Source: an optimization exercise on an open RTL-to-GDS flow (aim: small area). Production flows keep margins and buffers that such runs may drop. The RTL was checked by simulation tests, not by an equivalence proof against the original design. Power figures rest on the tool's default switching activity, not on a simulated workload.

==> flow/design.v (excerpt) <==
module pixel_frame_loader #(
  parameter int NUM_PIXELS = 208,
  parameter int PIX_W      = 8,
  parameter int ERR_W      = 8
) (
  input  logic                        clk,
  input  logic                        rst,
  input  logic [PIX_W-1:0]            pix_data,
  input  logic                        pix_valid,
  input  logic                        pix_sof,
  output logic                        pix_ready,
  output logic                        nn_start,
  input  logic                        nn_done,
  output logic [NUM_PIXELS*PIX_W-1:0] frame_pixels,
  output logic                        busy,
  output logic                        sync_err,
  output logic [ERR_W-1:0]            err_count
);
  localparam int IDX_W = $clog2(NUM_PIXELS);
  localparam logic [IDX_W-1:0] LAST = IDX_W'(NUM_PIXELS - 1);
  typedef enum logic [1:0] {
    L_IDLE,
    L_RUN,
    L_DRAIN
  } l_state_t;
  l_state_t         state, state_nxt;
  logic             show_full;    
  logic             fill_full;    
  logic [IDX_W-1:0] wr_idx;
  logic             xfer, we, fill, err, rel, copy;
  logic [NUM_PIXELS*PIX_W-1:0] fill_q;
  logic [NUM_PIXELS*PIX_W-1:0] show_q;
  assign pix_ready = rst & ~(show_full & fill_full);
  assign xfer      = pix_valid & pix_ready;
  assign err       = xfer & (pix_sof ? (wr_idx != '0) : (wr_idx == '0));
  assign we        = xfer & (pix_sof | (wr_idx != '0));
  assign fill      = xfer & ~pix_sof & (wr_idx == LAST);
  assign copy      = fill_full & ~show_full;
  assign nn_start  = (state == L_RUN);
  assign busy      = (state != L_IDLE);
  always_comb begin
    state_nxt = state;
    rel       = 1'b0;
    unique case (state)
      L_IDLE:
        if ((show_full | fill_full) && !nn_done)
          state_nxt = L_RUN;
      L_RUN:
        if (nn_done)
          state_nxt = L_DRAIN;
      L_DRAIN:
        if (!nn_done) begin
          state_nxt = L_IDLE;
          rel       = 1'b1;
        end
      default:
        state_nxt = L_IDLE;
    endcase
  end
  always_ff @(posedge clk) begin
    if (!rst) begin
      state     <= L_IDLE;
      show_full <= 1'b0;
      fill_full <= 1'b0;
    end else begin
      state <= state_nxt;
  ...
For scale: about 3,500 cells after synthesis, about 1,700 I/O pins, roughly 0.10 mm² of cells after synthesis.
clock: 10.0 ns
lec_check: 0
cap_margin: 20
core_margin: 2
core_utilization: 40
cts_cluster_diameter: 50
cts_cluster_size: 30
slew_margin: 20
standard.sh (not shown) runs the stock make flow with config.mk's settings and CLKGATE_MAP_FILE= SYNTH_SCRIPT=/design/flow/synth_recipe.tcl, a recipe that flattens the netlist after the stock synthesis.
==> flow/flow/run.sh <==
#!/bin/bash
set -euo pipefail
export BUFFER_PORTS_ARGS="-buffer_cell sky130_fd_sc_hd__buf_1"
bash standard.sh "BUFFER_PORTS_ARGS=-buffer_cell sky130_fd_sc_hd__buf_1" finish > standard_flow.log 2>&1
Edit:
CORE_UTILIZATION = 60   (was 40)
CTS_CLUSTER_DIAMETER = 60   (was 50)
CTS_CLUSTER_SIZE = 24   (was 30)
Result: The new run died in I/O pin placement (3_2_place_iop). Area after synthesis is unchanged. Synthesized cell count does not change.
Edit:
CORE_UTILIZATION = 40   (was 60)
CTS_CLUSTER_DIAMETER = 100   (was 60)
CTS_CLUSTER_SIZE = 30   (was 24)
Effect:
- With this change the flow finished with timing, DRC and antenna clean
- area after synthesis is unchanged
- synthesized cell count does not change
Edit:
==> flow/run.sh (new file) <==
#!/bin/bash
# synth_recipe.tcl (not shown) runs the flow's synth.tcl, then flattens the netlist and writes it again
# the make line also repeats each setting of config.mk as NAME=value (left out here)
make -C /OpenROAD-flow-scripts/flow DESIGN_CONFIG=/design/flow/config.mk WORK_HOME=/design/flow/orfs CLKGATE_MAP_FILE= SYNTH_SCRIPT=/design/flow/synth_recipe.tcl finish
CTS_CLUSTER_DIAMETER = not set   (was 100)
CTS_CLUSTER_SIZE = not set   (was 30)
removed: flow/flow/run.sh
removed: flow/standard.sh
=> The new run finished with timing, DRC and antenna clean; via count increases by 3.2%; clock-buffer cell count went up by 262; sequential cell count is unchanged; setup slack degrades by 0.74 ns; area after synthesis does not change; design area rises by 15%; sequential share of layout area drops by 11 points; routed wire length came out higher by 10%; final cell count came out higher by 4.9%.

* * *

== job 6987 ==
pixel_frame_loader, a different RTL version from the one above (not shown whole).
Size in the first run: ~5500 cells after synthesis, ~3300 flip-flops, ~1700 I/O pins.
==> flow/config.mk <==
export PLATFORM = sky130hd
export DESIGN_NAME = pixel_frame_loader
export DESIGN_NICKNAME = pixel_frame_loader
export VERILOG_FILES = /design/flow/design.v
export SDC_FILE = /design/flow/constraint.sdc
export NUM_CORES = 4
export LEC_CHECK = 0
export CAP_MARGIN = 20
export CORE_MARGIN = 2
export CORE_UTILIZATION = 40
export PLACE_DENSITY = 0.75
export SLEW_MARGIN = 20
==> flow/constraint.sdc <==
create_clock -name core_clock -period 10.0 [get_ports {clk}]
set_input_delay 2.0000 -clock core_clock [delete_from_list [all_inputs] [get_ports {clk}]]
set_output_delay 2.0000 -clock core_clock [all_outputs]
set_load 0.01 [all_outputs]
==> flow/flow/run.sh <==
#!/bin/bash
set -euo pipefail
export BUFFER_PORTS_ARGS="-buffer_cell sky130_fd_sc_hd__buf_1"
export CTS_ARGS="-sink_clustering_enable -repair_clock_nets -sink_clustering_size 16 -sink_clustering_max_diameter 60 -buf_list sky130_fd_sc_hd__clkbuf_8 -dont_use_dummy_load"
bash standard.sh "BUFFER_PORTS_ARGS=$BUFFER_PORTS_ARGS" "CTS_ARGS=$CTS_ARGS" finish > standard_flow.log 2>&1
Relative to job 6987, the following input files were edited for job 246:
Settings: removing PLACE_DENSITY (formerly 0.75).
==> flow/flow/run.sh <==
#!/bin/bash
set -euo pipefail
export BUFFER_PORTS_ARGS="-buffer_cell sky130_fd_sc_hd__buf_1"
export CTS_ARGS="-sink_clustering_enable -repair_clock_nets -sink_clustering_size 10 -sink_clustering_max_diameter 45 -buf_list {sky130_fd_sc_hd__clkbuf_4 sky130_fd_sc_hd__clkbuf_8} -dont_use_dummy_load"
bash standard.sh "BUFFER_PORTS_ARGS=$BUFFER_PORTS_ARGS" "CTS_ARGS=$CTS_ARGS" finish > standard_flow.log 2>&1
[summary]
[compare] base=job 6987 new=job 246: power dissipated by switching net loads higher, final cell area excluding filler cells climbed about 2%. Setup slack in job 246 is smaller than in job 6987. Compared with job 6987, count of clock-buffer cells in the layout in job 246 increased by more than half. Relative to job 6987, job 246 improves sum of routed wire length over all layers. When the final numbers for job 6987 and job 246 were put side by side, the clock power turned out to be greater in job 246.
The following lists how job 3021 was set up differently from job 246:
Settings: setting CORE_ASPECT_RATIO to 0.4 for the first time; changing CORE_UTILIZATION from 40 to 50.
==> flow/flow/run.sh <==
#!/bin/bash
set -euo pipefail
export BUFFER_PORTS_ARGS="-buffer_cell sky130_fd_sc_hd__buf_1"
export CTS_ARGS="-sink_clustering_enable -repair_clock_nets -sink_clustering_size 16 -sink_clustering_max_diameter 60 -buf_list sky130_fd_sc_hd__clkbuf_8 -dont_use_dummy_load"
bash standard.sh "BUFFER_PORTS_ARGS=$BUFFER_PORTS_ARGS" "CTS_ARGS=$CTS_ARGS" finish > standard_flow.log 2>&1
--- outcome ---
In the flow results for job 3021 and job 246, the synthesis-to-layout area growth is larger on job 246.
In the metrics for job 3021 and job 246, the one carrying the higher net switching power of the design is job 246.
Total power after layout (job 3021 vs. job 246) decreases by a little under 10%
Note that the wire length after detailed routing recorded for job 3021 amounts to 0.947 times the value seen in job 246.
Going from job 246 to job 3021, the post-route clock skew was found to have gone down by 0.068 ns.
Re detailed route wirelength on metal3: job 3021 and job 246 aren't equal, and the higher value belongs to job 246.
[job 3021 vs job 246] area of placed instances: lower in job 3021
Comparing the two runs side by side, job 3021 comes out ahead of job 246 on half-perimeter wire length after placement.
Number of clock-tree buffers in the layout: job 3021 vs job 246 down 172
Summary: worst setup margin, job 3021 better than job 246
For job 6091, these inputs were changed with respect to job 3021:
Settings: CORE_ASPECT_RATIO removed (was 0.4); CORE_UTILIZATION changed from 50 to 40; CTS_CLUSTER_SIZE newly set to 30; CTS_CLUSTER_DIAMETER newly set to 100.
==> flow/flow/run.sh <==
#!/bin/bash
set -euo pipefail
export BUFFER_PORTS_ARGS="-buffer_cell sky130_fd_sc_hd__buf_1"
bash standard.sh "BUFFER_PORTS_ARGS=-buffer_cell sky130_fd_sc_hd__buf_1" finish > standard_flow.log 2>&1
### Flow results
In the metrics for job 6091 and job 3021, the one carrying the higher sequential cell fraction of total power is job 3021. Compare job 6091 and job 3021 | post-route cell area lower: job 3021. Placer congestion estimate shrinks by a few percent when moving from job 3021 to job 6091. Compared job 6091 vs job 3021, and transition time at the pin with the least slew margin is down in job 6091. Power: lower on job 3021.

## re-timing with driven ports
No port has a modelled driver above. Below, the same layouts with a new extraction and two added sets of constraints. Step 1 (the two cells are an assumption about what drives the block):
set clk [get_ports {clk}]
set_driving_cell -lib_cell sky130_fd_sc_hd__clkbuf_16 $clk
set_driving_cell -lib_cell sky130_fd_sc_hd__buf_2 [delete_from_list [all_inputs] $clk]
Step 2 moves the port delays by t, midway between the first and last clock arrival at a register: inputs arrive t later, outputs are due t later. That takes back most of the time a late clock gives input paths. Three values: ideal, step 1, step 2; two values: the first two.
run	t (ns)	setup WS [ns]	hold slack, ns	worst setup path after step 2	slew at the worst register clock pin (ns)
the first run of note 1	0.996	4.679 / 4.573 / 4.355	0.361 / 0.361 / 0.361	input to register	0.10 / 0.10
the third run of note 1	0.912	4.697 / 4.600 / 4.394	0.419 / 0.419 / 0.419	input to register	0.11 / 0.11
the fourth run of note 1	1.008	3.956 / 3.829 / 3.829	0.365 / 0.365 / 0.365	input to output	0.07 / 0.07
job 6987	1.045	4.804 / 4.754 / 4.439	0.320 / 0.320 / 0.320	input to register	0.10 / 0.10
job 246	1.118	4.272 / 4.094 / 4.094	0.340 / 0.340 / 0.340	input to output	0.08 / 0.08
job 3021	1.010	4.352 / 4.181 / 4.181	0.385 / 0.385 / 0.385	input to output	0.11 / 0.11
job 6091	0.922	4.244 / 4.057 / 4.057	0.427 / 0.427 / 0.427	input to output	0.12 / 0.12
After both steps setup and hold are still met in every run listed. The setup slack of job 6987, which loses most, moves by -0.050 ns with the drivers and by -0.365 ns with both steps.
